Context: an optimization exercise on an open-source flow, tuned for small area. The choices shown serve that exercise and are no tape-out recipe. At most, simulation tests tie the RTL to the original design; equivalence was not proved. Only the layout flow was run in runs 1 to 4; the RTL was not checked for function there. No activity file was given, so power comes from the tool's default toggle rates.

File: config.mk
export PLATFORM = sky130hd
export DESIGN_NAME = vector_unit_top
export DESIGN_NICKNAME = vector_unit_top
export VERILOG_FILES = /design/flow/design.v
export SDC_FILE = /design/flow/constraint.sdc
export NUM_CORES = 4
export LEC_CHECK = 0
export CAP_MARGIN = 20
export CORE_MARGIN = 2
export CORE_UTILIZATION = 40
export CTS_BUF_LIST = sky130_fd_sc_hd__clkbuf_4 sky130_fd_sc_hd__clkbuf_8
export CTS_CLUSTER_DIAMETER = 100
export CTS_CLUSTER_SIZE = 40
export SLEW_MARGIN = 20
File: constraint.sdc
create_clock -name core_clock -period 5.0 [get_ports {clk_i}]
set_input_delay 1.0000 -clock core_clock [delete_from_list [all_inputs] [get_ports {clk_i}]]
set_output_delay 1.0000 -clock core_clock [all_outputs]
set_load 0.01 [all_outputs]
File: design.v
package vector_unit_pkg;
    typedef enum logic [1:0] {
        ESIZE_8  = 2'b00,
        ESIZE_16 = 2'b01
    } esize_t;
    typedef enum logic [3:0] {
        OP_VSRA       = 4'd0,
        OP_RND_VSRA   = 4'd1,
        OP_VSRL       = 4'd2,
        OP_RND_VSRL   = 4'd3,
        OP_VSLL       = 4'd4,
        OP_SAT_VSLL   = 4'd5,
        OP_VSATL_SMPR = 4'd6,
        OP_VSATL_RNDR = 4'd7,
        OP_VADD       = 4'd8,
        OP_VSUB       = 4'd9,
        OP_SAT_VADD   = 4'd10,
        OP_SAT_VSUB   = 4'd11
    } vunit_op_t;
    typedef enum logic [2:0] {
        VSRA, RND_VSRA, VSRL, RND_VSRL, VSLL, SAT_VSLL, VSATL_SMPR, VSATL_RNDR
    } vshift_uops_t;
    typedef enum logic [1:0] {
        VADD, VSUB, SAT_VADD, SAT_VSUB
    } vadd_uops_t;
endpackage : vector_unit_pkg
`timescale 1ns/1ps
module vector_unit_top (
    input  logic                  clk_i,
    input  logic                  rst_n_i,
    input  logic                  wb_cyc_i,
    input  logic                  wb_stb_i,
    input  logic                  wb_we_i,
    input  logic [5-1:0] wb_adr_i,
    input  logic [32-1:0] wb_dat_i,
    input  logic [3:0]            wb_sel_i,
    output logic [32-1:0] wb_dat_o,
    output logic                  wb_ack_o
);
    logic [31:0] opa_q, opb_q, res_q;
    logic [3:0]  op_q;
    logic [1:0]  es_q;
    logic [3:0]  cl_q;
    logic        a_vld, b_vld, c_vld, r_vld;
    logic req, a_opa, a_opb, a_ctrl, a_res, a_stat;
    assign req    = wb_cyc_i && wb_stb_i && !wb_ack_o;
    assign a_opa  = (wb_adr_i == 5'h00);
    assign a_opb  = (wb_adr_i == 5'h04);
    assign a_ctrl = (wb_adr_i == 5'h08);
    assign a_res  = (wb_adr_i == 5'h0C);
    assign a_stat = (wb_adr_i == 5'h10);
    logic [31:0] z, res_d;
    logic        run, pass2_q;
    logic        wr_opa, wr_opb, wr_ctrl;
    assign wr_opa  = wb_ack_o && wb_we_i && a_opa;
    assign wr_opb  = wb_ack_o && wb_we_i && a_opb;
    assign wr_ctrl = req && wb_we_i && a_ctrl;
    assign run     = wb_ack_o && wb_we_i && a_ctrl && !(op_q[3] && op_q[2]);
    always_ff @(posedge clk_i or negedge rst_n_i) begin
        if (!rst_n_i) begin
            wb_ack_o    <= 1'b0;
            pass2_q     <= 1'b0;
            a_vld       <= 1'b0;
            b_vld       <= 1'b0;
            c_vld       <= 1'b0;
            r_vld       <= 1'b0;
            opb_q[4:0]  <= '0;
        end else begin
            wb_ack_o <= req;
            pass2_q  <= run;
            if (wr_opa)  a_vld <= 1'b1;
            if (wr_opb)  b_vld <= 1'b1;
            if (wr_ctrl) c_vld <= 1'b1;
            if (run)     r_vld <= 1'b1;
            if (wr_opb)  opb_q[4:0] <= wb_dat_i[4:0];
        end
    end
    always_ff @(posedge clk_i) begin
        if (wr_opa) opa_q <= wb_dat_i;
        if (wr_opb) opb_q[31:5] <= wb_dat_i[31:5];
        if (wr_ctrl) begin
            op_q <= wb_dat_i[3:0];
            es_q <= wb_dat_i[5:4];
        end
        if (pass2_q) begin
            res_q <= res_d;
            cl_q  <= clamp_b;
        end else if (run) begin
            res_q <= sh & {32{a_vld}};
        end
    end
    logic [31:0] res_rd;
    always_comb begin
        for (int i = 0; i < 32; i++) begin
            if (i % 8 < 6) res_rd[i] = cl_q[i/8] ? res_q[8*(i/8)+6] : res_q[i];
            else           res_rd[i] = res_q[i];
        end
    end
    always_comb begin
        wb_dat_o = ({32{a_opa  && a_vld}} & opa_q) |
                   ({32{a_opb  && b_vld}} & opb_q) |
                   ({32{a_res  && r_vld}} & res_rd) |
                   ({32{a_ctrl && c_vld}} & {26'b0, es_q, op_q}) |
                   ({32{a_stat && r_vld}} & {30'b0, |cl_q, 1'b0});
    end
    logic e8, is_add, neg, left, sat, rnd, logical, sub, satadd;
    assign e8      = (es_q == 2'b00);
    assign is_add  = op_q[3];
    assign neg     = opb_q[4];
    assign left    = !is_add && ((op_q[2:1] == 2'b10) || ((op_q[2:1] == 2'b11) && !neg));
    assign sat     = !is_add && ((op_q[2:0] == 3'd5) || ((op_q[2:1] == 2'b11) && !neg));
    assign rnd     = !is_add && ((op_q[2:0] == 3'd1) || (op_q[2:0] == 3'd3) ||
                                 ((op_q[2:0] == 3'd7) && neg));
    assign logical = (op_q[2:1] == 2'b01);
    assign sub     = op_q[0];
    assign satadd  = is_add && op_q[1];
    logic [3:0] s_pos, s_neg, k_in, k_d, k_q, k;
    logic       k3, kz, left_in;
    assign s_pos   = opb_q[3:0];
    assign s_neg   = 4'd0 - opb_q[3:0];
    assign left_in = !wb_dat_i[3] && ((wb_dat_i[2:1] == 2'b10) ||
                                      ((wb_dat_i[2:1] == 2'b11) && !neg));
    assign k_in    = wb_dat_i[3] ? 4'd0 : ((left_in ^ neg) ? s_neg : s_pos);
    assign k_d     = {k_in[3] && (wb_dat_i[5:4] != 2'b00), k_in[2:0]};
    always_ff @(posedge clk_i) begin
        if (wr_ctrl) k_q <= k_d;
    end
    assign k  = k_q;
    assign k3 = k_q[3];
    assign kz = (k_q == 4'd0);
    logic [7:0] v;
    always_comb begin
        for (int b = 0; b < 8; b++) v[b] = (b + k[2:0] >= 8);
    end
    logic [31:0] y, sh;
    logic [3:0]  lsign;
    always_comb begin
        for (int j = 0; j < 4; j++) begin
            for (int b = 0; b < 8; b++) begin
                y[8*j+b] = opa_q[8*j + ((b + k[2:0]) % 8)];
            end
        end
        for (int j = 0; j < 4; j++) begin
            for (int b = 0; b < 8; b++) begin
                z[8*j+b] = (((v[b] && !e8) ^ k3)) ? y[8*(j^1)+b] : y[8*j+b];
            end
        end
    end
    assign lsign[0] = a_vld && (e8 ? opa_q[7]  : opa_q[15]);
    assign lsign[1] = a_vld && opa_q[15];
    assign lsign[2] = a_vld && (e8 ? opa_q[23] : opa_q[31]);
    assign lsign[3] = a_vld && opa_q[31];
    logic [31:0] x;
    assign x = z;
    logic [15:0] u, keep, fsel, lsel;
    logic [3:0]  fillv, lost_b;
    logic [31:0] lostb;
    assign fillv = lsign & {4{!logical}};
    always_comb begin
        for (int b = 0; b < 8; b++) begin
            u[b]   = v[b] && (e8 || k3);
            u[8+b] = v[b] || k3;
        end
        for (int p = 0; p < 16; p++) begin
            keep[p] = left ? (u[p] || kz) : !u[p];
            fsel[p] = !left && u[p];
            lsel[p] = left && !u[p] && !kz;
        end
        for (int i = 0; i < 32; i++) begin
            sh[i]    = (keep[i%16] && x[i]) || (fsel[i%16] && fillv[i/8]);
            lostb[i] = lsel[i%16] && x[i];
        end
        for (int j = 0; j < 4; j++) lost_b[j] = |lostb[8*j +: 8];
    end
    logic [3:0] lost_l, r_l;
    assign lost_l[0] = e8 ? lost_b[0] : (lost_b[0] || lost_b[1]);
    assign lost_l[1] = e8 ? lost_b[1] : (lost_b[0] || lost_b[1]);
    assign lost_l[2] = e8 ? lost_b[2] : (lost_b[2] || lost_b[3]);
    assign lost_l[3] = e8 ? lost_b[3] : (lost_b[2] || lost_b[3]);
    assign r_l[0] = !kz && (e8 ? x[7] : x[15]);
    assign r_l[1] = !kz && x[15];
    assign r_l[2] = !kz && (e8 ? x[23] : x[31]);
    assign r_l[3] = !kz && x[31];
    logic [3:0] shmsb, satcl;
    assign shmsb[0] = e8 ? sh[7]  : sh[15];
    assign shmsb[1] = sh[15];
    assign shmsb[2] = e8 ? sh[23] : sh[31];
    assign shmsb[3] = sh[31];
    assign satcl    = (lost_l | shmsb) & {4{sat && a_vld}};
    logic [3:0] lost_q, r_q;
    always_ff @(posedge clk_i) begin
        lost_q <= satcl;
        r_q    <= r_l & {4{a_vld && rnd}};
    end
    logic [31:0] bb, sum;
    logic [3:0]  cin;
    logic bgate_q, subx_q;
    always_ff @(posedge clk_i) begin
        bgate_q <= is_add && b_vld;
        subx_q  <= is_add && sub;
    end
    assign bb = (opb_q & {32{bgate_q}}) ^ {32{subx_q}};
    always_comb begin
        for (int j = 0; j < 4; j++) begin
            cin[j] = subx_q || r_q[j];
        end
    end
    logic c8, c16, c24;
    logic [9:0] t0, t1, t2, t3;
    assign t0  = {1'b0, res_q[7:0], 1'b1}   + {1'b0, bb[7:0], cin[0]};
    assign c8  = e8 ? cin[1] : t0[9];
    assign t1  = {1'b0, res_q[15:8], 1'b1}  + {1'b0, bb[15:8], c8};
    assign c16 = cin[2];
    assign t2  = {1'b0, res_q[23:16], 1'b1} + {1'b0, bb[23:16], c16};
    assign c24 = e8 ? cin[3] : t2[9];
    assign t3  = {1'b0, res_q[31:24], 1'b1} + {1'b0, bb[31:24], c24};
    assign sum = {t3[8:1], t2[8:1], t1[8:1], t0[8:1]};
    logic [3:0] amsb, bmsb, smsb, clamp_b, top_b;
    always_comb begin
        for (int j = 0; j < 4; j++) begin
            top_b[j] = e8 || (j % 2 == 1);
            if (j % 2 == 1) begin
                amsb[j] = res_q[8*j+7];
                bmsb[j] = bb[8*j+7];
                smsb[j] = sum[8*j+7];
            end else begin
                amsb[j] = e8 ? res_q[8*j+7]  : res_q[8*j+15];
                bmsb[j] = e8 ? bb[8*j+7]  : bb[8*j+15];
                smsb[j] = e8 ? sum[8*j+7] : sum[8*j+15];
            end
            clamp_b[j] = (satadd && (amsb[j] == bmsb[j]) && (smsb[j] != amsb[j])) ||
                         lost_q[j];
        end
        for (int i = 0; i < 32; i++) begin
            if (clamp_b[i/8] && (i % 8 == 7))
                res_d[i] = top_b[i/8] ? lsign[i/8] : !lsign[i/8];
            else if (clamp_b[i/8] && (i % 8 == 6))
                res_d[i] = !lsign[i/8];
            else
                res_d[i] = sum[i];
        end
    end
endmodule
File: flow/run.sh
#!/bin/bash
# Layout flow: the standard ORFS flow, with three changes in how the
# layout is made:
#  - synthesis maps the logic with the ABC script in flow/abc.script (the
#    rest of the synthesis script is ORFS's own, unchanged);
#  - the port buffers are sky130_fd_sc_hd__buf_1 cells;
#  - extra make variables from flow/make_args.txt, one per line.
# Each tool's full output goes to a log file in this folder.
set -euo pipefail
HERE=$PWD
FLOWDIR=$HERE/flow

# Synthesis script: the standard flow's, sourcing ORFS's synth.tcl with the ABC script
# swapped for ours
sed "/source \$::env(SCRIPTS_DIR)\/synth_preamble.tcl/a set abc_args [lreplace \$abc_args 1 1 $FLOWDIR/abc.script]" \
    "$FLOW_HOME/scripts/synth.tcl" > "$HERE/synth_own.tcl"
sed "s|source \$::env(SCRIPTS_DIR)/synth.tcl|source $HERE/synth_own.tcl|" \
    "$HERE/synth_recipe.tcl" > "$HERE/synth_recipe_own.tcl"
grep -q "synth_own.tcl" "$HERE/synth_recipe_own.tcl"
grep -q "abc.script" "$HERE/synth_own.tcl"

args=(SYNTH_SCRIPT="$HERE/synth_recipe_own.tcl"
      "BUFFER_PORTS_ARGS=-buffer_cell sky130_fd_sc_hd__buf_1")
if [[ -f "$FLOWDIR/make_args.txt" ]]; then
    while IFS= read -r line; do
        [[ -n "$line" ]] && args+=("$line")
    done < "$FLOWDIR/make_args.txt"
fi
bash "$HERE/standard.sh" "${args[@]}" finish > "$HERE/standard.log" 2>&1
File: flow/abc.script
strash
dch -f
amap
topo
stime -c
File: standard.sh
#!/bin/bash
# synth_recipe.tcl (not shown) runs the flow's synth.tcl, then flattens the netlist and writes it again
# the make line also repeats each setting of config.mk as NAME=value (left out here)
make -C /OpenROAD-flow-scripts/flow DESIGN_CONFIG=/design/flow/config.mk WORK_HOME=/design/flow/orfs CLKGATE_MAP_FILE= SYNTH_SCRIPT=/design/flow/synth_recipe.tcl "${@:-finish}"
==> results.json, run 1 <==
{
  "status": "timing/DRC/antenna clean",
  "rr_endpoint": "res_q[22]$_DFFE_PP_",
  "start_kind": "register",
  "dieWidth_um": 153,
  "track_usage": 0.273,
  "slew_headroom": 0.211,
  "n_fill_cell": 2149,
  "grt_pass1_wl_um": 48500,
  "ys_types": 41,
  "syn_area_per_cell_um2": 9.01,
  "cts_buffers": 17,
  "final_layout_size_suffix_gt1_frac": 0.0835,
  "synth_common_cells": "nor2_1 (135), o22a_1 (125), edfxtp_1 (105)",
  "diodes": 0,
  "synth_most_common_cell": "nor2_1",
  "htreeDepth": 4,
  "slowest_stage": "dfxtp_2",
  "async_flop_share": 0.0873,
  "cellLeakagePower_nw": 3.68,
  "max_cap_violations": 0,
  "min_to": "wb_ack_o$_DFF_PN0_",
  "period_share": 0.940,
  "synth-warning-count": 1,
  "viasPerCell": 6.17,
  "internal_power_mw": 1.71,
  "hp-class": "register to register",
  "switching_share": 0.254,
  "place_area_mm2": 0.00986,
  "critical_path_class": "register to register",
  "antenna_found_initial": 0,
  "final_util": 0.476,
  "fp.dieH_um": 153,
  "io_buffers": 74,
  "syn_area_mm2": 0.00888,
  "rr_startpoint": "bgate_q$_DFF_P_",
  "grt-ovfl-total": 0,
  "worstPathArrival_ns": 5.03,
  "yosysSeqAreaShare": 0.409,
  "path_max_fanout": 12,
  "place_hpwl_um": 24200,
  "hold_violations": 0,
  "wl_um": 32200,
  "grt_max_degree": 39,
  "cts_sinks": 126,
  "fin_area_mm2": 0.0104,
  "drt_iter0_drc": 857,
  "grt_pass1_vias": 8214,
  "p_per_area_mw_per_mm2": 221,
  "area_growth_pct": 16.9,
  "end_kind": "register",
  "root_buffer": "clkbuf_8",
  "crit_required_ns": 5.33,
  "routedWlPerCell_um": 22.7,
  "worstRegToRegCells": 23,
  "fin_hold_ws_ns": 0.481,
  "ys_top_cells_by_area": "edfxtp_1 (36%), o22a_1 (12%), o22ai_1 (6.7%), ha_1 (5.8%), nor2_1 (5.7%)",
  "synth_edf_count": 105,
  "clk-insertion-delay-late_ns": 0.48,
  "cts_tree": "done",
  "final-seq-area_mm2": 0.00363,
  "routed-via-count": 8744,
  "initial_core_util": 0.407,
  "min_path_cells": 1,
  "reg2reg_slack_ns": 0.30,
  "fin_nets": 1216,
  "worst_pin_slew_ns": 1.17,
  "p_comb_frac": 0.048,
  "fmax_mhz": 213,
  "ioPinCount": 79,
  "slowest_delay_ns": 0.39,
  "ir_worst_vdd_uv": 144,
  "switchingPower_mw": 0.583,
  "holdBufCountCts": 0,
  "yosys.area.top_type_share": 0.355,
  "drcViolationCount": 0,
  "multi_input_area_mm2": 0.00496,
  "syn_inst": 986,
  "finalMaxSlewViolations": 0,
  "antenna_left": 0,
  "min_from": "wb_ack_o$_DFF_PN0_",
  "core-area_mm2": 0.0218,
  "gp_congestion": 1.00,
  "ys.flop_type": "edfxtp_1",
  "crit_chain": "inv_2 > buf_4 > nor2b_1 > nor2_1 > a21oi_1 > ha_1 > clkinv_1 > nor4_1 > o32ai_1 > buf_4 > fa_1 > nor2_1 > a211oi_2 > nor2_1 > a31oi_1 > o21ai_1 > clkinv_1 > o22ai_1 > o21ai_0 > a31oi_2 > clkinv_1 > o22a_1 > o22ai_1",
  "post-route-min-period_ns": 4.70,
  "cts_max_path_buffers": 2,
  "synth_largest_area_cell": "edfxtp_1",
  "setup_viol": 0,
  "power_frac_clock": 0.453,
  "syn_nets": 1077,
  "skew_ns": 0.0262,
  "synth_seq_cells": 126,
  "num_rows": 54,
  "dr.pass1.iters": 6,
  "path_clk_slew_ns": 0.10,
  "pwr-share-seq": 0.499,
  "die_area_mm2": 0.0234
}
routing by layer:
metal,vias to the layer above,wire length (um),track usage
met1,4157,14700,0.385
met2,361,14300,0.418
met4,0,1140,0.112
met3,62,2080,0.0468
met5,-,0,0
li1,4164,-,-
metrics by stage:
stage	setup TNS [ns]	worst slack (ns)	std cells	power, mW
final	0	0.301	1418	2.29
after detailed placement	-0.0902	-0.0489	1384	1.27
after global routing	-0.00677	-0.00677	1418	2.36
after CTS	0	0.00244	1416	2.30
after global placement	0	0.0698	1384	1.27
after floorplan	0	0.102	986	1.23
placed cells by master (no fill, tap or decap), drive strengths merged, types with 4 or more instances in the layout:
cell    netlist  final
a21oi        88     88
a221o        12     12
nor4          9      9
nor2        135    135
fa            4      4
a31oi         8      8
o21a         19     19
nor3          6      6
inv           0     12
nand3         9      9
dfxtp        10     10
a21o         14     14
a222oi        9      9
clkinv       95     94
o21ai        45     45
clkbuf        0     18
ha           41     41
buf           0    120
o22ai        95     95
a211oi        7      7
or2          14     14
nor2b        11     11
dfrtp        11     11
edfxtp      105    105
a22oi         7      7
o22a        125    125
nand2        76     76
repair_timing:
item | 4_1_cts | 5_1_grt
endpoints found under the setup margin | 2 | 10
hold endpoints to repair | 0 | 0
resized for setup | 1 | 14
buffers inserted | 0 | 1
pin swaps | 0 | 3
sequential cells by signal, summed over array words and instances, names as in the netlist, 2 cells and up:
register	cells
opa_q	32
opb_q	32
cl_q	4
r_q	4
op_q	4
k_q	4
res_q	32
lost_q	4
es_q	2
final cells by class:
| type | instances | area share |
|---|---|---|
| Clock inverter | 14 | 0.0182 |
| Inverter | 95 | 0.0345 |
| Multi-Input combinational cell | 765 | 0.478 |
| Clock buffer | 18 | 0.0239 |
| Timing Repair Buffer | 120 | 0.0620 |
| Tap cell | 280 | 0.0338 |
| Sequential cell | 126 | 0.350 |
kinds of logic (layout without fill, tap and decap cells):
group,after synthesis,after routing,share of synthesized area
flip-flops,126,126,0.409
buffers and inverters,95,247,0.0402
adder cells (fa/ha/maj),45,45,0.0668
AO/OA/AOI/OAI,450,450,0.355
AND/OR/NAND/NOR,268,268,0.128
XOR/XNOR,2,2,0.00197
power groups by stage:
stage          registers [mW]  logic, mW  clock network [mW]
2_1_floorplan            1.17     0.0588                   0
3_3_place_gp             1.17      0.105                   0
3_5_place_dp             1.17      0.106                   0
4_1_cts                  1.14      0.107                1.05
5_1_grt                  1.15      0.121                1.09
6_report                 1.14      0.109                1.04
worst max path at each step:
stage,end,slack [ns],startpoint
after floorplan,res_q[22]$_DFFE_PP_,0.10,subx_q$_DFF_P_
after global placement,res_q[7]$_DFFE_PP_,0.07,bgate_q$_DFF_P_
after detailed placement,res_q[6]$_DFFE_PP_,-0.05,bgate_q$_DFF_P_
after CTS,res_q[22]$_DFFE_PP_,0.002,bgate_q$_DFF_P_
after global routing,res_q[6]$_DFFE_PP_,-0.007,opb_q[0]$_DFFE_PN0P_
final,res_q[22]$_DFFE_PP_,0.30,bgate_q$_DFF_P_
worst max-delay path, delay by kind of cell, from the launching register on:
kind	cells	cell delay, ns
AO/OA/AOI/OAI	10	1.73
adder cells (fa/ha/maj)	2	0.62
buffers and inverters	6	0.90
AND/OR/NAND/NOR	5	0.89
flip-flops	1	0.39
==> inputs of run 2 (changes only) <==
--- a/design.v
+++ b/design.v
@@ -59,7 +59,6 @@
     always_ff @(posedge clk_i or negedge rst_n_i) begin
         if (!rst_n_i) begin
             wb_ack_o    <= 1'b0;
-            pass2_q     <= 1'b0;
             a_vld       <= 1'b0;
             b_vld       <= 1'b0;
             c_vld       <= 1'b0;
@@ -67,13 +66,15 @@
             opb_q[4:0]  <= '0;
         end else begin
             wb_ack_o <= req;
-            pass2_q  <= run;
             if (wr_opa)  a_vld <= 1'b1;
             if (wr_opb)  b_vld <= 1'b1;
             if (wr_ctrl) c_vld <= 1'b1;
             if (run)     r_vld <= 1'b1;
             if (wr_opb)  opb_q[4:0] <= wb_dat_i[4:0];
         end
+    end
+    always_ff @(posedge clk_i) begin
+        pass2_q <= run;
     end
     always_ff @(posedge clk_i) begin
         if (wr_opa) opa_q <= wb_dat_i;
@@ -123,7 +124,7 @@
     assign k_in    = wb_dat_i[3] ? 4'd0 : ((left_in ^ neg) ? s_neg : s_pos);
     assign k_d     = {k_in[3] && (wb_dat_i[5:4] != 2'b00), k_in[2:0]};
     always_ff @(posedge clk_i) begin
-        if (wr_ctrl) k_q <= k_d;
+        k_q <= k_d;
     end
     assign k  = k_q;
     assign k3 = k_q[3];
@@ -205,16 +206,39 @@
             cin[j] = subx_q || r_q[j];
         end
     end
-    logic c8, c16, c24;
-    logic [9:0] t0, t1, t2, t3;
-    assign t0  = {1'b0, res_q[7:0], 1'b1}   + {1'b0, bb[7:0], cin[0]};
-    assign c8  = e8 ? cin[1] : t0[9];
-    assign t1  = {1'b0, res_q[15:8], 1'b1}  + {1'b0, bb[15:8], c8};
-    assign c16 = cin[2];
-    assign t2  = {1'b0, res_q[23:16], 1'b1} + {1'b0, bb[23:16], c16};
-    assign c24 = e8 ? cin[3] : t2[9];
-    assign t3  = {1'b0, res_q[31:24], 1'b1} + {1'b0, bb[31:24], c24};
-    assign sum = {t3[8:1], t2[8:1], t1[8:1], t0[8:1]};
+    logic [7:0] p8 [4], g8 [4];
+    logic [3:0] bci, bco;
+    always_comb begin
+        bci[0] = cin[0];
+        bci[1] = e8 ? cin[1] : bco[0];
+        bci[2] = cin[2];
+        bci[3] = e8 ? cin[3] : bco[2];
+    end
+    for (genvar j = 0; j < 4; j++) begin : g_byte
+        logic [7:0] p, g;
+        logic [8:0] c;
+        logic g10, p10, g32, p32, g54, p54, g76, p76, g30, p30, g74, p74, g70, p70;
+        assign p = res_q[8*j +: 8] ^ bb[8*j +: 8];
+        assign g = res_q[8*j +: 8] & bb[8*j +: 8];
+        assign g10 = g[1] | (p[1] & g[0]);  assign p10 = p[1] & p[0];
+        assign g32 = g[3] | (p[3] & g[2]);  assign p32 = p[3] & p[2];
+        assign g54 = g[5] | (p[5] & g[4]);  assign p54 = p[5] & p[4];
+        assign g76 = g[7] | (p[7] & g[6]);  assign p76 = p[7] & p[6];
+        assign g30 = g32 | (p32 & g10);     assign p30 = p32 & p10;
+        assign g74 = g76 | (p76 & g54);     assign p74 = p76 & p54;
+        assign g70 = g74 | (p74 & g30);     assign p70 = p74 & p30;
+        assign c[0] = bci[j];
+        assign c[1] = g[0] | (p[0] & c[0]);
+        assign c[2] = g10 | (p10 & c[0]);
+        assign c[3] = g[2] | (p[2] & c[2]);
+        assign c[4] = g30 | (p30 & c[0]);
+        assign c[5] = g[4] | (p[4] & c[4]);
+        assign c[6] = g54 | (p54 & c[4]);
+        assign c[7] = g[6] | (p[6] & c[6]);
+        assign c[8] = g70 | (p70 & c[0]);
+        assign sum[8*j +: 8] = p ^ c[7:0];
+        assign bco[j] = c[8];
+    end
     logic [3:0] amsb, bmsb, smsb, clamp_b, top_b;
     always_comb begin
         for (int j = 0; j < 4; j++) begin
==> flow/make_args.txt (new file) <==
ADDER_MAP_FILE=
==> run 2 against run 1 <==
  * Largest cell class unchanged
  * Critical path depth rose by 1
  * Core utilization rose by 0.16 points
  * Still clean on timing, DRC and antenna
  * Highest routed layer unchanged
  * Cell count rose by 2.2%
==> results.json, run 2 <==
{
  "core-area_mm2": 0.0204,
  "fin_hold_ws_ns": 0.462,
  "path_max_fanout": 7,
  "syn_area_per_cell_um2": 8.06,
  "ys.flop_type": "edfxtp_1",
  "path_clk_slew_ns": 0.09,
  "yosysSeqAreaShare": 0.429,
  "layout_common_cells": "nor2_1 (212), clkinv_1 (107), edfxtp_1 (101), o22ai_1 (100), a21oi_1 (94)",
  "synth-warning-count": 1,
  "finalMaxSlewViolations": 0,
  "rr_startpoint": "bgate_q$_DFF_P_",
  "place_inst": 1417,
  "min_from": "wb_ack_o$_DFF_PN0_",
  "period_share": 0.923,
  "hold_violations": 0,
  "cts_sinks": 126,
  "worst_pin_slew_ns": 0.983,
  "grt-ovfl-total": 0,
  "syn_inst": 1037,
  "viasPerCell": 5.86,
  "synth_largest_area_cell": "edfxtp_1",
  "wl_um": 28600,
  "fp.dieH_um": 149,
  "total_power_mw": 2.63,
  "gp_congestion": 0.959,
  "cellLeakagePower_nw": 3.22,
  "yosys.area.top_type_share": 0.363,
  "crit_required_ns": 5.31,
  "post-route-min-period_ns": 4.61,
  "final_common_cell": "nor2_1",
  "drcViolationCount": 0,
  "max_cap_violations": 0,
  "power_frac_clock": 0.340,
  "stdcell_count": 1449,
  "skew_ns": 0.0172,
  "syn_area_mm2": 0.00835,
  "dr.max_layer_used": "met4",
  "diodes": 0,
  "ys_top_cells_by_area": "edfxtp_1 (36%), nor2_1 (9.6%), o22a_1 (9.3%), o22ai_1 (7.6%), a21oi_1 (5.7%)",
  "cts_tree": "done",
  "slew_headroom": 0.337,
  "hp-class": "register to register",
  "status": "timing/DRC/antenna clean",
  "io_buffers": 74,
  "ys_types": 36,
  "p_comb_frac": 0.221,
  "routed-via-count": 8485,
  "setup_viol": 0,
  "synth_seq_cells": 126,
  "root_buffer": "clkbuf_8",
  "wl_met3_um": 1600,
  "fin_ws_ns": 0.386,
  "cts_buffers": 17,
  "async_flop_share": 0.0794,
  "fmax_mhz": 217,
  "syn_nets": 1083,
  "place_hpwl_um": 21500,
  "antenna_found_initial": 0,
  "cts_max_path_buffers": 2,
  "p_per_area_mw_per_mm2": 270,
  "grt_pass1_vias": 7736,
  "die_area_mm2": 0.0221,
  "internal_power_mw": 1.78,
  "pwr-share-seq": 0.439,
  "reg_top3": "opa_q (32), opb_q (32), res_q (32)",
  "antenna_left": 0,
  "start_kind": "register",
  "num_rows": 52,
  "critical_path_class": "register to register",
  "pre_cts_ws_ns": 0.0303,
  "grt_pass1_wl_um": 42700,
  "ioPinCount": 79,
  "synth_most_common_cell": "nor2_1",
  "initial_core_util": 0.410,
  "grt_setup_unrepaired": "no",
  "synth_common_cells": "nor2_1 (214), clkinv_1 (107), edfxtp_1 (101), o22ai_1 (101), a21oi_1 (95)",
  "htreeDepth": 4,
  "drt_iter0_drc": 763,
  "drt-met1-wl_um": 13100,
  "area_growth_pct": 16.3,
  "end_kind": "register",
  "fin_nets": 1212,
  "final_layout_size_suffix_gt1_frac": 0.0704,
  "ir_worst_vdd_uv": 161,
  "track_usage": 0.258,
  "grt_max_degree": 35,
  "holdBufCountCts": 0,
  "dr_wl_met2_um": 12700,
  "routedWlPerCell_um": 19.8,
  "synth_edf_count": 101,
  "worstPathArrival_ns": 4.92,
  "switching_share": 0.321,
  "dr.pass1.iters": 6,
  "switchingPower_mw": 0.842,
  "fin_setup_tns_ns": 0,
  "worstSetupStartpoint": "bgate_q$_DFF_P_",
  "dieWidth_um": 149,
  "clk-insertion-delay-late_ns": 0.48
}
==> run 2: changes by cell type after synthesis, sizes merged, moves of 21 or more <==
cell    previous run  this run
nor2             135       214
ha                41         0
o21ai             45        93
o22a             125        89
o221ai             1        22
==> run 2: cell type report <==
class | instances | area, um2
multi-input combinational | 804 | 4460
fill | 2052 | 10600
timing repair buffer | 110 | 552
clock inverter | 12 | 110
sequential | 126 | 3580
inverter | 107 | 402
tap | 270 | 338
clock buffer | 20 | 269
==> run 2: final timing paths <==
kind / to / slack, ns / depth (start not counted)
worst min-delay path: wb_ack_o$_DFF_PN0_ / 0.46 / 1
worst min register to register: wb_ack_o$_DFF_PN0_ / 0.46 / 1
min in group asynchronous: a_vld$_DFFE_PN0P_ / 0.49 / 1
max in group asynchronous: opb_q[1]$_DFFE_PN0P_ / 4.11 / 1
worst max-delay path: res_q[6]$_DFFE_PP_ / 0.39 / 24
worst max register to register: res_q[6]$_DFFE_PP_ / 0.39 / 24
==> run 2: cell families after synthesis <==
logic type	synth area share
AND/OR/NAND/NOR	0.170
AO/OA/AOI/OAI	0.350
buffers and inverters	0.0481
XOR/XNOR	0.00315
flip-flops	0.429
==> run 2: layer usage <==
metal	up-vias	track usage
met4	0	0.122
met1	3919	0.348
met5	-	0
met2	279	0.406
li1	4226	-
met3	61	0.0402
==> run 2: what timing repair did <==
item / in CTS / in global routing
setup endpoints to repair: 1 / 12
pin swaps: 0 / 1
endpoints found under the hold margin: 0 / 0
buffers inserted: 0 / 0
resized for setup: 1 / 18
==> run 2: critical path: stages (launching register included) <==
cell and delay, ns:
dfxtp_1 0.32, clkinv_1 0.12, buf_4 0.19, nor2_1 0.14
a21oi_1 0.09, o21ai_0 0.47, o221ai_2 0.21, nand2_1 0.19
a31oi_2 0.14, inv_2 0.12, o41ai_4 0.07, o22ai_2 0.23
clkinv_1 0.10, a31oi_1 0.33, nor3_1 0.08, nor2_1 0.28
o21ai_2 0.12, nor2_1 0.11, a21oi_1 0.06, a21oi_1 0.19
o21ai_0 0.18, a31oi_4 0.26, clkinv_1 0.11, o22a_1 0.22
o22ai_1 0.12
==> run 2: power by group through the flow <==
| stage | Combinational (mW) | Clock [mW] | Sequential (mW) |
|---|---|---|---|
| finish | 0.579 | 0.893 | 1.15 |
| global route | 0.625 | 0.934 | 1.15 |
| CTS | 0.566 | 0.903 | 1.15 |
| detailed placement | 0.563 | 0 | 1.18 |
| global placement | 0.561 | 0 | 1.18 |
| floorplan | 0.379 | 0 | 1.18 |
==> run 2: per-stage QoR <==
stage                     utilization  instance area, um2
final                           0.477                9720
after global routing            0.477                9720
after detailed placement        0.455                9260
after floorplan                     -                8350
after CTS                       0.473                9640
after global placement          0.455                9260
==> inputs of run 3 (changes only) <==
--- a/config.mk
+++ b/config.mk
@@ -11,4 +11,5 @@
 export CTS_BUF_LIST = sky130_fd_sc_hd__clkbuf_4 sky130_fd_sc_hd__clkbuf_8
 export CTS_CLUSTER_DIAMETER = 100
 export CTS_CLUSTER_SIZE = 40
+export GPL_TIMING_DRIVEN = 0
 export SLEW_MARGIN = 20
==> run 3 against run 2 <==
  * Sequential power barely moved
  * Largest power group unchanged
  * Final area rose by 1.2%
  * Count of clock-buffer cells in the layout rose by 2
  * Critical path depth fell by 11
  * Critical endpoint is now lost_q[0]$_DFF_P_
  * Register-to-register slack got worse by 0.16 ns
  * Die area did not move
==> results.json, run 3 <==
{
  "status": "timing/DRC/antenna clean",
  "synth-warning-count": 1,
  "final_common_cell": "nor2_1",
  "fmax_mhz": 210,
  "synth_edf_count": 101,
  "drt_iter0_drc": 806,
  "dieWidth_um": 149,
  "place_hpwl_um": 21900,
  "ir_worst_vdd_uv": 167,
  "critical_path_class": "register to register",
  "clk-insertion-delay-late_ns": 0.47,
  "gp_congestion": 0.924,
  "cts_max_path_buffers": 2,
  "worstPathArrival_ns": 5.13,
  "slowest_delay_ns": 0.80,
  "cp_top_family": "simple AND/OR/NAND/NOR gates",
  "worstSetupStartpoint": "k_q[0]$_SDFF_PP0_",
  "ys.flop_type": "edfxtp_1",
  "cellLeakagePower_nw": 3.22,
  "crit_required_ns": 5.36,
  "syn_area_per_cell_um2": 8.06,
  "finalMaxSlewViolations": 0,
  "synth_seq_cells": 126,
  "switching_share": 0.313,
  "track_usage": 0.273,
  "num_rows": 52,
  "pre_cts_ws_ns": -1.17,
  "synth_common_cells": "nor2_1 (214), clkinv_1 (107), edfxtp_1 (101), o22ai_1 (101), a21oi_1 (95)",
  "ys_top_cells_by_area": "edfxtp_1 (36%), nor2_1 (9.6%), o22a_1 (9.3%), o22ai_1 (7.6%), a21oi_1 (5.7%)",
  "area_growth_pct": 17.8,
  "syn_nets": 1083,
  "p_per_area_mw_per_mm2": 277,
  "ioPinCount": 79,
  "cpMostUsedCell": "nor2_1",
  "fp.dieH_um": 149,
  "syn_inst": 1037,
  "synth_most_common_cell": "nor2_1",
  "fin_nets": 1195,
  "routedWlPerCell_um": 21.2,
  "skew_ns": 0.0144,
  "grt_pass1_wl_um": 45300,
  "syn_area_mm2": 0.00835,
  "core-area_mm2": 0.0204,
  "ys_types": 36,
  "period_share": 0.954,
  "cts_tree": "done",
  "max_cap_violations": 0,
  "layout_common_cells": "nor2_1 (207), clkinv_1 (102), edfxtp_1 (101), o22ai_1 (100), a21oi_1 (90)",
  "antenna_found_initial": 0,
  "dr.pass1.iters": 5,
  "final_util": 0.483,
  "crit_chain": "clkinv_2 > nor2_1 > nor2_1 > nor2_1 > clkinv_1 > o22ai_1 > o22a_1 > nor2_1 > nor2_1 > o22ai_1 > nor4_1 > o221a_1 > nor2_1",
  "grt_max_degree": 36,
  "path_clk_slew_ns": 0.08,
  "hold_violations": 0,
  "pwr-share-seq": 0.429,
  "grt-ovfl-total": 0,
  "htreeDepth": 4,
  "diodes": 0,
  "reg_top3": "opa_q (32), opb_q (32), res_q (32)",
  "wl_um": 30400,
  "cts_buffers": 17,
  "switchingPower_mw": 0.854,
  "p_comb_frac": 0.212,
  "power_frac_clock": 0.359,
  "fin_ws_ns": 0.230,
  "root_buffer": "clkbuf_8",
  "antenna_left": 0,
  "synth_largest_area_cell": "edfxtp_1",
  "yosysSeqAreaShare": 0.429,
  "post-route-min-period_ns": 4.77,
  "min_from": "wb_ack_o$_DFF_PN0_",
  "place_area_mm2": 0.00914,
  "routed-via-count": 8641,
  "rr_startpoint": "k_q[0]$_SDFF_PP0_",
  "hp-class": "register to register",
  "path_max_fanout": 35,
  "cts_sinks": 126,
  "total_power_mw": 2.73,
  "start_kind": "register",
  "async_flop_share": 0.0794,
  "grt_pass1_vias": 7852,
  "setup_viol": 0,
  "slew_headroom": 0.241,
  "slowest_stage": "dfxtp_2",
  "internal_power_mw": 1.87,
  "io_buffers": 74,
  "viasPerCell": 6.03,
  "crit_buf_inv": 2,
  "end_kind": "register",
  "initial_core_util": 0.410,
  "yosys.area.top_type_share": 0.363,
  "worst_pin_slew_ns": 1.13,
  "drcViolationCount": 0,
  "die_area_mm2": 0.0221,
  "fin_area_mm2": 0.00984,
  "final_layout_size_suffix_gt1_frac": 0.0783
}
==> run 3: cell counts after synthesis <==
Identical to the previous run, type by type.
==> run 3: path summary, 6_finish.rpt <==
kind,end,slack (ns),cells after the start
worst max-delay path,lost_q[0]$_DFF_P_,0.23,13
worst min-delay path,wb_ack_o$_DFF_PN0_,0.47,1
worst max register to register,lost_q[0]$_DFF_P_,0.23,13
worst min register to register,wb_ack_o$_DFF_PN0_,0.47,1
max in group asynchronous,opb_q[2]$_DFFE_PN0P_,4.12,1
min in group asynchronous,opb_q[3]$_DFFE_PN0P_,0.49,1
==> run 3: cell families (layout without fill, tap and decap cells) <==
kind of cell	Yosys count	after routing	share of synthesized area
compound gates	448	448	0.350
simple gates	353	353	0.170
flops	126	126	0.429
buf+inv	107	232	0.0481
xor+xnor	3	3	0.00315
==> run 3: power groups by stage <==
stage | sequential [mW] | clock (mW) | combinational, mW
floorplan | 1.18 | 0 | 0.379
global placement | 1.19 | 0 | 0.547
detailed placement | 1.19 | 0 | 0.550
CTS | 1.17 | 0.980 | 0.555
global route | 1.17 | 1.03 | 0.620
finish | 1.17 | 0.979 | 0.579
==> run 3: final cells by class <==
cell class	instances	area (um2)
clock buffers	22	303
repair inverters	2	13.8
inverters	107	419
repair buffers	91	510
well taps	270	338
flip-flops and latches	126	3590
fillers	2038	10500
clock inverters	10	124
multi-input cells	804	4540
==> run 3: through the flow <==
stage | cells | hold WS, ns | TNS, ns
6_report | 1432 | 0.466 | 0
5_1_grt | 1432 | 0.499 | -0.0587
4_1_cts | 1427 | 0.465 | 0
3_5_place_dp | 1392 | 0.453 | -8.28
3_3_place_gp | 1381 | 0.456 | -128.18
2_1_floorplan | 1037 | 0.441 | 0
==> run 3: timing repair <==
item / 4_1_cts / 5_1_grt
pin swaps: 1 / 4
buffers inserted: 2 / 3
hold endpoints to repair: 0 / 0
cloned: 1 / 1
endpoints found under the setup margin: 15 / 15
gates resized for setup: 19 / 23
hold buffers: 0 / 0
==> run 3: metal layers <==
metal	GRT usage	part of all wire	vias to the layer above	wire [um]
met5	0	0	-	0
met4	0.0990	0.033	0	1010
met3	0.0368	0.057	61	1720
met2	0.442	0.46	298	14100
met1	0.377	0.45	4096	13500
li1	-	-	4186	-
==> inputs of run 4 (changes only) <==
--- a/design.v
+++ b/design.v
@@ -90,19 +90,27 @@
             res_q <= sh & {32{a_vld}};
         end
     end
-    logic [31:0] res_rd;
-    always_comb begin
+    logic       sel_a, sel_b, sel_r, sel_c, sel_s;
+    logic [3:0] sel_rk, sel_rc, fill_rd;
+    assign sel_a = a_opa  && a_vld;
+    assign sel_b = a_opb  && b_vld;
+    assign sel_r = a_res  && r_vld;
+    assign sel_c = a_ctrl && c_vld;
+    assign sel_s = a_stat && r_vld;
+    assign sel_rk  = {4{sel_r}} & ~cl_q;
+    assign sel_rc  = {4{sel_r}} & cl_q;
+    always_comb begin
+        for (int j = 0; j < 4; j++) fill_rd[j] = sel_rc[j] && res_q[8*j+6];
         for (int i = 0; i < 32; i++) begin
-            if (i % 8 < 6) res_rd[i] = cl_q[i/8] ? res_q[8*(i/8)+6] : res_q[i];
-            else           res_rd[i] = res_q[i];
-        end
-    end
-    always_comb begin
-        wb_dat_o = ({32{a_opa  && a_vld}} & opa_q) |
-                   ({32{a_opb  && b_vld}} & opb_q) |
-                   ({32{a_res  && r_vld}} & res_rd) |
-                   ({32{a_ctrl && c_vld}} & {26'b0, es_q, op_q}) |
-                   ({32{a_stat && r_vld}} & {30'b0, |cl_q, 1'b0});
+            if (i % 8 < 6)
+                wb_dat_o[i] = (sel_a && opa_q[i]) || (sel_b && opb_q[i]) ||
+                              (sel_rk[i/8] && res_q[i]) || fill_rd[i/8];
+            else
+                wb_dat_o[i] = (sel_a && opa_q[i]) || (sel_b && opb_q[i]) ||
+                              (sel_r && res_q[i]);
+        end
+        wb_dat_o[5:0] = wb_dat_o[5:0] | ({6{sel_c}} & {es_q, op_q});
+        wb_dat_o[1]   = wb_dat_o[1] | (sel_s && (|cl_q));
     end
     logic e8, is_add, neg, left, sat, rnd, logical, sub, satadd;
     assign e8      = (es_q == 2'b00);
--- a/config.mk
+++ b/config.mk
@@ -11,5 +11,4 @@
 export CTS_BUF_LIST = sky130_fd_sc_hd__clkbuf_4 sky130_fd_sc_hd__clkbuf_8
 export CTS_CLUSTER_DIAMETER = 100
 export CTS_CLUSTER_SIZE = 40
-export GPL_TIMING_DRIVEN = 0
 export SLEW_MARGIN = 20
==> run 4 against run 3 <==
  * Still clean on timing, DRC and antenna
  * Sequential share of layout area shrank 0.21 points
  * Fmax grew 3.7%
  * Register-to-register slack gained 0.17 ns
  * Final area grew 0.37%
  * Critical path depth grew 10
  * Combinational power grew 4.1%
  * Total power shrank 2.2%
  * Routed wire length shrank 0.82%
  * Largest power group unchanged
==> results.json, run 4 <==
{
  "fmax_mhz": 217,
  "htreeDepth": 4,
  "p_per_area_mw_per_mm2": 270,
  "routedWlPerCell_um": 20.8,
  "yosys.area.top_type_share": 0.362,
  "critical_path_class": "register to register",
  "fin_nets": 1214,
  "drcViolationCount": 0,
  "skew_ns": 0.0168,
  "synth_seq_cells": 126,
  "cts_tree": "done",
  "async_flop_share": 0.0794,
  "crit_chain": "clkinv_1 > o21ai_1 > nor2_1 > a21oi_1 > clkinv_1 > or4_1 > o21ai_0 > o22ai_2 > nor4_2 > nor3_2 > clkinv_1 > a21oi_1 > buf_4 > o21ai_1 > nand2_1 > o21ai_1 > buf_4 > nor2_1 > a21oi_1 > a31oi_1 > buf_4 > a22oi_1 > o22ai_1",
  "place_hpwl_um": 22300,
  "slew_headroom": 0.290,
  "die_area_mm2": 0.0221,
  "finalMaxSlewViolations": 0,
  "clk-insertion-delay-late_ns": 0.47,
  "worstPathArrival_ns": 4.79,
  "antenna_found_initial": 0,
  "fin_setup_tns_ns": 0,
  "num_rows": 52,
  "synth_largest_area_cell": "edfxtp_1",
  "stdcell_count": 1451,
  "fp.dieH_um": 149,
  "start_kind": "register",
  "status": "timing/DRC/antenna clean",
  "grt_max_degree": 35,
  "ir_worst_vdd_uv": 182,
  "dieWidth_um": 149,
  "synth_most_common_cell": "nor2_1",
  "hold_violations": 0,
  "antenna_left": 0,
  "max_cap_violations": 0,
  "cellLeakagePower_nw": 3.29,
  "final_layout_size_suffix_gt1_frac": 0.0864,
  "routed-via-count": 8739,
  "cts_max_path_buffers": 2,
  "synth-warning-count": 1,
  "final_common_cell": "nor2_1",
  "cts_buffers": 17,
  "io_buffers": 74,
  "grt_pass1_wl_um": 45400,
  "crit_required_ns": 5.19,
  "worst_pin_slew_ns": 1.05,
  "period_share": 0.920,
  "path_clk_slew_ns": 0.08,
  "yosysSeqAreaShare": 0.428,
  "place_area_mm2": 0.00938,
  "track_usage": 0.271,
  "ys.flop_type": "edfxtp_1",
  "ys_types": 38,
  "ioPinCount": 79,
  "setup_viol": 0,
  "diodes": 0,
  "hp-class": "register to register",
  "syn_area_per_cell_um2": 8.19,
  "syn_inst": 1022,
  "core-area_mm2": 0.0204,
  "synth_common_cells": "nor2_1 (181), clkinv_1 (101), edfxtp_1 (101), o22ai_1 (101), a21oi_1 (98)",
  "reg_top3": "opa_q (32), opb_q (32), res_q (32)",
  "place_inst": 1415,
  "dr.pass1.iters": 5,
  "root_buffer": "clkbuf_8",
  "area_growth_pct": 17.9,
  "gp_congestion": 0.927,
  "grt-ovfl-total": 0,
  "holdBufCountCts": 0,
  "viasPerCell": 6.02,
  "post-route-min-period_ns": 4.60,
  "end_kind": "register",
  "slowest_stage": "or4_1",
  "initial_core_util": 0.411,
  "grt_setup_unrepaired": "no",
  "drt_iter0_drc": 735,
  "fin_area_mm2": 0.00988,
  "syn_area_mm2": 0.00837,
  "slowest_delay_ns": 0.51,
  "layout_common_cells": "nor2_1 (178), edfxtp_1 (101), o22ai_1 (100), clkinv_1 (98), a21oi_1 (94)",
  "cts_sinks": 126,
  "synth_edf_count": 101,
  "syn_nets": 1068,
  "grt_pass1_vias": 7911,
  "wl_um": 30100,
  "ys_top_cells_by_area": "edfxtp_1 (36%), o22a_1 (9.6%), nor2_1 (8.1%), o22ai_1 (7.5%), a21oi_1 (5.9%)",
  "path_max_fanout": 10
}
==> run 4: kinds of logic after synthesis <==
kind of cell / count (synthesis) / synth area share
AND/OR/NAND/NOR: 341 / 0.170
buffers and inverters: 101 / 0.0453
flip-flops: 126 / 0.428
AO/OA/AOI/OAI: 452 / 0.355
XOR/XNOR: 2 / 0.00209
==> run 4: cell type report <==
class	instances	area, um2
Tap cell	270	338
Inverter	101	379
Clock buffer	21	277
Sequential cell	126	3580
Multi-Input combinational cell	795	4480
Fill cell	2042	10500
Clock inverter	11	110
Timing Repair Buffer	127	708
==> run 4: per-layer routing <==
| layer | up-vias | global-route usage | part of all wire |
|---|---|---|---|
| li1 | 4247 | - | - |
| met3 | 29 | 0.0439 | 0.061 |
| met5 | - | 0 | 0 |
| met1 | 4160 | 0.377 | 0.45 |
| met2 | 303 | 0.445 | 0.48 |
| met4 | 0 | 0.0662 | 0.011 |
==> run 4: power by group <==
group | switching [mW] | internal, mW | total (mW)
clock network | 0.458 | 0.436 | 0.894
registers | 0.0116 | 1.16 | 1.17
logic | 0.372 | 0.231 | 0.603
==> run 4: timing repair <==
action / CTS / global route
setup buffers: 0 / 2
setup endpoints to repair: 1 / 12
pin swaps: 0 / 7
gates resized for setup: 1 / 14
==> run 4: worst max-delay path: cells and delay by family (launching register included) <==
family | cells | cell delay (ns)
buf+inv | 6 | 0.91
simple gates | 6 | 1.01
compound gates | 11 | 1.93
flops | 1 | 0.48
==> run 4: metrics by stage <==
step	power, mW	setup slack (ns)	hold WS (ns)	utilization
final	2.67	0.399	0.464	0.485
after floorplan	1.59	0.448	0.441	-
after CTS	2.67	0.0756	0.465	0.480
after detailed placement	1.77	0.00889	0.452	0.461
after global routing	2.76	0.0262	0.485	0.485
after global placement	1.78	0.0503	0.450	0.461
==> run 4: worst paths after layout <==
kind	slack [ns]	endpoint	cells after the start	start
max	0.40	res_q[14]$_DFFE_PP_	23	subx_q$_DFF_P_
min	0.46	wb_ack_o$_DFF_PN0_	1	wb_ack_o$_DFF_PN0_
max reg2reg	0.40	res_q[14]$_DFFE_PP_	23	subx_q$_DFF_P_
min reg2reg	0.46	wb_ack_o$_DFF_PN0_	1	wb_ack_o$_DFF_PN0_
max in group asynchronous	4.09	opb_q[0]$_DFFE_PN0P_	1	rst_n_i
min in group asynchronous	0.51	wb_ack_o$_DFF_PN0_	1	rst_n_i
==> inputs of run 5 (changes only) <==
--- a/design.v
+++ b/design.v
@@ -41,6 +41,7 @@
     logic [3:0]  op_q;
     logic [1:0]  es_q;
     logic [3:0]  cl_q;
+    logic        e8r_q;
     logic        a_vld, b_vld, c_vld, r_vld;
     logic req, a_opa, a_opb, a_ctrl, a_res, a_stat;
     assign req    = wb_cyc_i && wb_stb_i && !wb_ack_o;
@@ -86,12 +87,13 @@
         if (pass2_q) begin
             res_q <= res_d;
             cl_q  <= clamp_b;
+            e8r_q <= e8;
         end else if (run) begin
             res_q <= sh & {32{a_vld}};
         end
     end
     logic       sel_a, sel_b, sel_r, sel_c, sel_s;
-    logic [3:0] sel_rk, sel_rc, fill_rd;
+    logic [3:0] sel_rk, sel_rc, fill_rd, top_rd, top7_rd;
     assign sel_a = a_opa  && a_vld;
     assign sel_b = a_opb  && b_vld;
     assign sel_r = a_res  && r_vld;
@@ -100,14 +102,18 @@
     assign sel_rk  = {4{sel_r}} & ~cl_q;
     assign sel_rc  = {4{sel_r}} & cl_q;
     always_comb begin
-        for (int j = 0; j < 4; j++) fill_rd[j] = sel_rc[j] && res_q[8*j+6];
+        for (int j = 0; j < 4; j++) begin
+            logic lmsb;
+            if (j % 2 == 1) lmsb = res_q[8*j+7];
+            else            lmsb = e8r_q ? res_q[8*j+7] : res_q[8*j+15];
+            top_rd[j]  = e8r_q || (j % 2 == 1);
+            fill_rd[j] = sel_rc[j] && lmsb;
+            top7_rd[j] = sel_rc[j] && (top_rd[j] ? !lmsb : lmsb);
+        end
         for (int i = 0; i < 32; i++) begin
-            if (i % 8 < 6)
-                wb_dat_o[i] = (sel_a && opa_q[i]) || (sel_b && opb_q[i]) ||
-                              (sel_rk[i/8] && res_q[i]) || fill_rd[i/8];
-            else
-                wb_dat_o[i] = (sel_a && opa_q[i]) || (sel_b && opb_q[i]) ||
-                              (sel_r && res_q[i]);
+            wb_dat_o[i] = (sel_a && opa_q[i]) || (sel_b && opb_q[i]) ||
+                          (sel_rk[i/8] && res_q[i]) ||
+                          ((i % 8 == 7) ? top7_rd[i/8] : fill_rd[i/8]);
         end
         wb_dat_o[5:0] = wb_dat_o[5:0] | ({6{sel_c}} & {es_q, op_q});
         wb_dat_o[1]   = wb_dat_o[1] | (sel_s && (|cl_q));
@@ -264,9 +270,7 @@
                          lost_q[j];
         end
         for (int i = 0; i < 32; i++) begin
-            if (clamp_b[i/8] && (i % 8 == 7))
-                res_d[i] = top_b[i/8] ? lsign[i/8] : !lsign[i/8];
-            else if (clamp_b[i/8] && (i % 8 == 6))
+            if ((i % 8 == 7) && top_b[i/8] && lost_q[i/8])
                 res_d[i] = !lsign[i/8];
             else
                 res_d[i] = sum[i];
==> run 5 against run 4 <==
  * Critical endpoint is now cl_q[2]$_DFFE_PP_
  * Global-route usage shrank 0.44 points
  * Sequential share of layout area up 0.98 points
  * Highest routed layer unchanged
  * Critical path depth decreased by 2
  * Cell count shrank 1.6%
  * Still clean
  * Final area decreased by 1.8%
  * Total power rose by 0.11%
  * First-iteration DRC count rose by 17%
==> results.json, run 5 <==
{
  "initial_core_util": 0.404,
  "io_buffers": 74,
  "fin_hold_ws_ns": 0.488,
  "synth_largest_area_cell": "edfxtp_1",
  "holdBufCountCts": 0,
  "p_per_area_mw_per_mm2": 275,
  "core-area_mm2": 0.0208,
  "ys_types": 36,
  "pre_cts_ws_ns": 0.548,
  "ir_worst_vdd_uv": 163,
  "fin_ws_ns": 0.477,
  "grt_pass1_vias": 7718,
  "skew_ns": 0.0173,
  "num_rows": 53,
  "cellLeakagePower_nw": 3.11,
  "routed-via-count": 8498,
  "cts_sinks": 127,
  "synth_edf_count": 102,
  "cp_top_family": "compound AO/OA/AOI/OAI gates",
  "crit_chain": "buf_4 > nor2_1 > a21oi_1 > o21ai_0 > nor2_1 > clkinv_1 > o221ai_1 > a21oi_1 > nor3_1 > nand3_1 > nand4_1 > o21ai_0 > nor2_1 > a31oi_1 > nor3_1 > nor2_1 > o21a_1 > a21oi_1 > o22ai_1 > a31oi_1 > o21ai_0",
  "antenna_left": 0,
  "period_share": 0.905,
  "synth-warning-count": 1,
  "ioPinCount": 79,
  "final_common_cell": "nor2_1",
  "post-route-min-period_ns": 4.52,
  "path_clk_slew_ns": 0.10,
  "drcViolationCount": 0,
  "worst-path-stages": 21,
  "dieWidth_um": 149,
  "grt_pass1_wl_um": 44600,
  "clk-insertion-delay-late_ns": 0.47,
  "cts_max_path_buffers": 2,
  "fin_nets": 1186,
  "ys_top_cells_by_area": "edfxtp_1 (36%), o22a_1 (9.0%), o22ai_1 (7.9%), nor2_1 (7.8%), a21oi_1 (6.1%)",
  "synth_common_cells": "nor2_1 (174), clkinv_1 (107), o22ai_1 (106)",
  "stdcell_count": 1428,
  "layout_common_cells": "nor2_1 (173), clkinv_1 (107), o22ai_1 (106), a21oi_1 (102), edfxtp_1 (102)",
  "slowest_stage": "dfxtp_2",
  "reg_top3": "opa_q (32), opb_q (32), res_q (32)",
  "track_usage": 0.267,
  "syn_area_per_cell_um2": 8.27,
  "crit_required_ns": 5.24,
  "syn_inst": 1017,
  "worstPathArrival_ns": 4.76,
  "crit_buf_inv": 2,
  "yosysSeqAreaShare": 0.429,
  "worst_pin_slew_ns": 0.763,
  "async_flop_share": 0.0787,
  "final_layout_size_suffix_gt1_frac": 0.0572,
  "path_max_fanout": 24,
  "place_inst": 1395,
  "slowest_delay_ns": 0.48,
  "slew_headroom": 0.489,
  "start_kind": "register",
  "ys.flop_type": "edfxtp_1",
  "routedWlPerCell_um": 20.6,
  "max_cap_violations": 0,
  "htreeDepth": 4,
  "cts_tree": "done",
  "diodes": 0,
  "critical_path_class": "register to register",
  "hp-class": "register to register",
  "fmax_mhz": 221,
  "wl_um": 29400,
  "post_cts_buffers": 0,
  "dr.pass1.iters": 8,
  "fp.dieH_um": 149,
  "grt_max_degree": 36,
  "place_hpwl_um": 22300,
  "gp_congestion": 0.982,
  "synth_seq_cells": 127,
  "die_area_mm2": 0.0222,
  "worstRegToRegCells": 21,
  "viasPerCell": 5.95,
  "syn_area_mm2": 0.00842,
  "hold_violations": 0,
  "yosys.area.top_type_share": 0.364,
  "setup_viol": 0,
  "end_kind": "register",
  "min_path_cells": 1,
  "area_growth_pct": 15.2,
  "root_buffer": "clkbuf_8",
  "antenna_found_initial": 0,
  "status": "timing/DRC/antenna clean",
  "grt-ovfl-total": 0,
  "total_power_mw": 2.67,
  "cts_buffers": 17,
  "syn_nets": 1063,
  "grt_setup_unrepaired": "no",
  "cpMostUsedCell": "nor2_1",
  "synth_most_common_cell": "nor2_1",
  "cts-resized-gates": 0,
  "finalMaxSlewViolations": 0,
  "drt_iter0_drc": 862,
  "fin_setup_tns_ns": 0
}
-- run 5: final cells by class --
type                       count  area (um2)
tap                          275         344
clock inverter                15         164
sequential                   127        3610
fill                        2122       11100
clock buffer                  17         234
inverter                     107         402
timing repair buffer         104         520
multi-input combinational    783        4420
-- run 5: report_power, final --
part	switching [mW]	internal, mW
clock network	0.512	0.418
registers	0.0100	1.15
logic	0.363	0.213
total	0.885	1.78
-- run 5: worst paths after layout --
path / startpoint / end / slack [ns]
setup reg to reg: subx_q$_DFF_P_ / cl_q[2]$_DFFE_PP_ / 0.48
min in group asynchronous: rst_n_i / a_vld$_DFFE_PN0P_ / 0.52
hold reg to reg: wb_ack_o$_DFF_PN0_ / wb_ack_o$_DFF_PN0_ / 0.49
max in group asynchronous: rst_n_i / r_vld$_DFFE_PN0P_ / 4.04
setup / recovery: subx_q$_DFF_P_ / cl_q[2]$_DFFE_PP_ / 0.48
hold / removal: wb_ack_o$_DFF_PN0_ / wb_ack_o$_DFF_PN0_ / 0.49
-- run 5: logic make-up (layout without fill, tap and decap cells) --
kind of cell / count (synthesis) / after routing / share of synthesized area
buf+inv: 107 / 243 / 0.0477
simple gates: 311 / 311 / 0.153
flops: 127 / 127 / 0.429
xor+xnor: 7 / 7 / 0.00729
compound gates: 465 / 465 / 0.362
-- run 5: metrics by stage --
stage,util,cell area (um2)
after floorplan,-,8420
after global placement,0.445,9270
after detailed placement,0.445,9270
after CTS,0.464,9670
after global routing,0.466,9700
final,0.466,9700
-- run 5: metal layers --
metal,track usage,up-vias,routed length [um]
li1,-,4214,-
met3,0.0425,34,1810
met1,0.374,3941,13500
met4,0.0910,0,717
met2,0.421,309,13400
met5,0,-,0
-- run 5: worst reg2reg max path: stages (launching register included) --
cell and delay [ns]:
dfxtp_2 0.48, buf_4 0.32, nor2_1 0.08, a21oi_1 0.16, o21ai_0 0.12, nor2_1 0.15
clkinv_1 0.10, o221ai_1 0.33, a21oi_1 0.19, nor3_1 0.22, nand3_1 0.11, nand4_1 0.12
o21ai_0 0.26, nor2_1 0.27, a31oi_1 0.19, nor3_1 0.18, nor2_1 0.10, o21a_1 0.22
a21oi_1 0.29, o22ai_1 0.15, a31oi_1 0.19, o21ai_0 0.08
==> inputs of run 6 (changes only) <==
==> flow/abc.script (replaced) <==
strash
dch -f
amap -F 3
topo
stime -c
--- a/config.mk
+++ b/config.mk
@@ -7,8 +7,9 @@
 export LEC_CHECK = 0
 export CAP_MARGIN = 20
 export CORE_MARGIN = 2
-export CORE_UTILIZATION = 40
+export CORE_UTILIZATION = 50
 export CTS_BUF_LIST = sky130_fd_sc_hd__clkbuf_4 sky130_fd_sc_hd__clkbuf_8
 export CTS_CLUSTER_DIAMETER = 100
 export CTS_CLUSTER_SIZE = 40
+export PLACE_DENSITY = 0.7
 export SLEW_MARGIN = 20
==> run 6 against run 5 <==
  * Critical path type unchanged
  * Still clean on timing, DRC and antenna
  * Sequential power barely moved
  * Sequential share of layout area increased by 1.1 points
  * Clock skew increased by 0.0016 ns
  * Critical path depth down 2
  * Critical endpoint is now cl_q[0]$_DFFE_PP_
  * Fmax grew 1.6%
  * Worst hold slack got worse by 0.024 ns
  * Final area decreased by 2.8%
  * Combinational power is 16% higher
  * Routed wire length shrank 9.6%
  * Synthesized cell count is 8.9% lower
==> results.json, run 6 <==
{
  "status": "timing/DRC/antenna clean",
  "cts_buffers": 17,
  "hp-class": "register to register",
  "cts_max_path_buffers": 2,
  "slew_headroom": 0.349,
  "root_buffer": "clkbuf_8",
  "fin_area_mm2": 0.00943,
  "grt_busiest_layer": "met2",
  "ys_types": 39,
  "grt_pass1_wl_um": 41200,
  "viasPerCell": 6.49,
  "grt-ovfl-total": 0,
  "period_share": 0.891,
  "globalRouteMet3Util": 0.0509,
  "critical_path_class": "register to register",
  "core-area_mm2": 0.0159,
  "path_clk_slew_ns": 0.08,
  "dieWidth_um": 132,
  "multi_input_area_mm2": 0.00432,
  "worst_pin_slew_ns": 0.967,
  "yosysSeqAreaShare": 0.443,
  "crit_required_ns": 5.30,
  "syn_nets": 972,
  "track_usage": 0.306,
  "p_per_area_mw_per_mm2": 300,
  "fp.dieH_um": 132,
  "fmax_mhz": 225,
  "drcViolationCount": 0,
  "grt_pass1_vias": 7518,
  "io_buffers": 74,
  "hold_violations": 0,
  "post-route-min-period_ns": 4.45,
  "ioPinCount": 79,
  "antenna_left": 0,
  "yosys.area.top_type_share": 0.376,
  "ys.flop_type": "edfxtp_1",
  "fin_nets": 1094,
  "grtUsageMet2": 0.494,
  "initial_core_util": 0.513,
  "htreeDepth": 4,
  "diodes": 0,
  "min_from": "wb_ack_o$_DFF_PN0_",
  "finalMaxSlewViolations": 0,
  "cellLeakagePower_nw": 3.12,
  "skew_ns": 0.0189,
  "worstPathArrival_ns": 4.75,
  "routedWlPerCell_um": 20.8,
  "gp_congestion": 0.959,
  "ir_worst_vdd_uv": 243,
  "syn_area_mm2": 0.00815,
  "dr.pass1.iters": 6,
  "max_cap_violations": 0,
  "final_layout_size_suffix_gt1_frac": 0.0650,
  "grt_use_met1": 0.415,
  "layout_common_cells": "o22ai_1 (109), nor2_1 (108), edfxtp_1 (102), nand2_1 (96), o22a_1 (84)",
  "syn_inst": 926,
  "synth_most_common_cell": "nor2_1",
  "final_common_cell": "o22ai_1",
  "num_rows": 46,
  "synth-warning-count": 1,
  "drt_iter0_drc": 901,
  "wl_um": 26600,
  "grt_max_degree": 35,
  "rr_startpoint": "subx_q$_DFF_P_",
  "synth_common_cells": "nor2_1 (112), o22ai_1 (109), edfxtp_1 (102)",
  "fin_setup_tns_ns": 0,
  "synth_edf_count": 102,
  "stdcell_count": 1277,
  "antenna_found_initial": 0,
  "start_kind": "register",
  "final-seq-area_mm2": 0.00362,
  "place_hpwl_um": 19600,
  "synth_largest_area_cell": "edfxtp_1",
  "async_flop_share": 0.0787,
  "clk-insertion-delay-late_ns": 0.46,
  "routed-via-count": 8285,
  "cts_sinks": 127,
  "n_fill_cell": 1477,
  "setup_viol": 0,
  "area_growth_pct": 15.7,
  "path_max_fanout": 19,
  "end_kind": "register",
  "cts_tree": "done",
  "place_inst": 1243,
  "worstSetupStartpoint": "subx_q$_DFF_P_",
  "reg_top3": "opa_q (32), opb_q (32), res_q (32)",
  "grt_setup_unrepaired": "no",
  "ys_top_cells_by_area": "edfxtp_1 (38%), o22a_1 (9.0%), o22ai_1 (8.4%), o21ai_0 (5.2%), nor2_1 (5.2%)",
  "place_area_mm2": 0.00894,
  "synth_seq_cells": 127,
  "die_area_mm2": 0.0173,
  "syn_area_per_cell_um2": 8.80
}
[run 6: changes by cell type after synthesis, sizes merged, moves of 6 or more]
cell	previous run	this run
xnor2	7	14
a211oi	9	3
a31oi	11	39
a21oi	102	76
nand2	75	96
o221ai	20	1
a22oi	14	4
clkinv	107	65
nand3	14	8
nor2	174	112
a222oi	0	32
[run 6: worst paths after layout]
kind / to / slack, ns / cells past startpoint
setup / recovery: cl_q[0]$_DFFE_PP_ / 0.55 / 19
hold / removal: wb_ack_o$_DFF_PN0_ / 0.46 / 1
setup reg to reg: cl_q[0]$_DFFE_PP_ / 0.55 / 19
hold reg to reg: wb_ack_o$_DFF_PN0_ / 0.46 / 1
max in group asynchronous: opb_q[0]$_DFFE_PN0P_ / 4.07 / 1
min in group asynchronous: a_vld$_DFFE_PN0P_ / 0.51 / 1
[run 6: power breakdown]
group	switching, mW	internal [mW]
combinational	0.409	0.257
sequential	0.0156	1.17
clock	0.447	0.527
[run 6: critical path, cell delays in order (launching register included)]
cell and delay [ns]:
dfxtp_2 0.58, buf_4 0.32, a21oi_1 0.06, a31oi_1 0.18, o21ai_0 0.18, o21a_1 0.23
or3_1 0.30, o211a_1 0.12, o41ai_1 0.06, o32ai_1 0.27, or4_1 0.45, o2111ai_1 0.16
a31oi_1 0.19, o21ai_0 0.32, nor2_1 0.09, a21oi_1 0.29, a21oi_1 0.14, nor3_1 0.15
a31oi_1 0.06, o21ai_0 0.15
[run 6: layer usage]
layer	wire length, um	part of all wire
met3	2090	0.079
met1	11300	0.43
met4	726	0.027
met2	12400	0.47
met5	0	0
[run 6: cells by family (layout without fill, tap and decap cells)]
logic type,count (synthesis),count (layout),share of synthesized area
flip-flops,127,127,0.443
XOR/XNOR,14,14,0.0150
AO/OA/AOI/OAI,471,471,0.388
buffers and inverters,65,200,0.0299
AND/OR/NAND/NOR,249,249,0.124
[run 6: area by class of cell]
| type | instances | area share |
|---|---|---|
| Clock buffer | 20 | 0.0285 |
| Clock inverter | 12 | 0.0170 |
| Inverter | 65 | 0.0259 |
| Multi-Input combinational cell | 734 | 0.458 |
| Sequential cell | 127 | 0.383 |
| Tap cell | 216 | 0.0287 |
| Timing Repair Buffer | 103 | 0.0581 |
[run 6: metrics by stage]
| stage | hold slack (ns) | worst slack (ns) | util | power (mW) |
|---|---|---|---|---|
| 2_1_floorplan | 0.443 | 0.204 | - | 1.66 |
| 3_3_place_gp | 0.443 | 0.682 | 0.563 | 1.85 |
| 3_5_place_dp | 0.449 | 0.593 | 0.563 | 1.85 |
| 4_1_cts | 0.458 | 0.591 | 0.590 | 2.82 |
| 5_1_grt | 0.488 | 0.142 | 0.594 | 2.93 |
| 6_report | 0.463 | 0.547 | 0.594 | 2.82 |
[run 6: repair_timing]
| action | 4_1_cts | 5_1_grt |
|---|---|---|
| setup endpoints to repair | 0 | 1 |
| resized for setup | 0 | 1 |
| hold buffers | 0 | 0 |
| buffers inserted | 0 | 0 |

-- port drivers added, routing unchanged --
The results above use ideal ports. As a check the final layouts listed here were re-extracted and re-timed, cells and wires unchanged.
Step 1: set_driving_cell puts a clkbuf_16 on clk_i and a buf_2 on each other input, an assumption about the parent block.
Step 2 times the ports against the registers' clock, not the clock port: input delays grow and output delays shrink by t, the midpoint of the rising clock arrivals with the driver on.
a / b / c = ideal ports / drivers / drivers and shift; a / b = the first two.
| run | shift t [ns] | setup slack, ns | hold slack, ns | slew at the worst register clock pin (ns) | pins driven straight from the clock port |
|---|---|---|---|---|---|
| run 1 | 0.510 | 0.301 / 0.301 / 0.301 | 0.481 / 0.481 / 0.481 | 0.10 / 0.10 | 1 |
| run 2 | 0.518 | 0.386 / 0.386 / 0.386 | 0.462 / 0.462 / 0.462 | 0.09 / 0.09 | 1 |
| run 3 | 0.506 | 0.230 / 0.230 / 0.230 | 0.466 / 0.466 / 0.466 | 0.09 / 0.09 | 1 |
| run 4 | 0.499 | 0.399 / 0.399 / 0.399 | 0.464 / 0.464 / 0.464 | 0.09 / 0.09 | 1 |
| run 5 | 0.510 | 0.477 / 0.477 / 0.477 | 0.488 / 0.488 / 0.488 | 0.10 / 0.10 | 1 |
| run 6 | 0.493 | 0.547 / 0.547 / 0.547 | 0.463 / 0.463 / 0.463 | 0.09 / 0.09 | 1 |
After both steps every run listed still meets setup and hold.
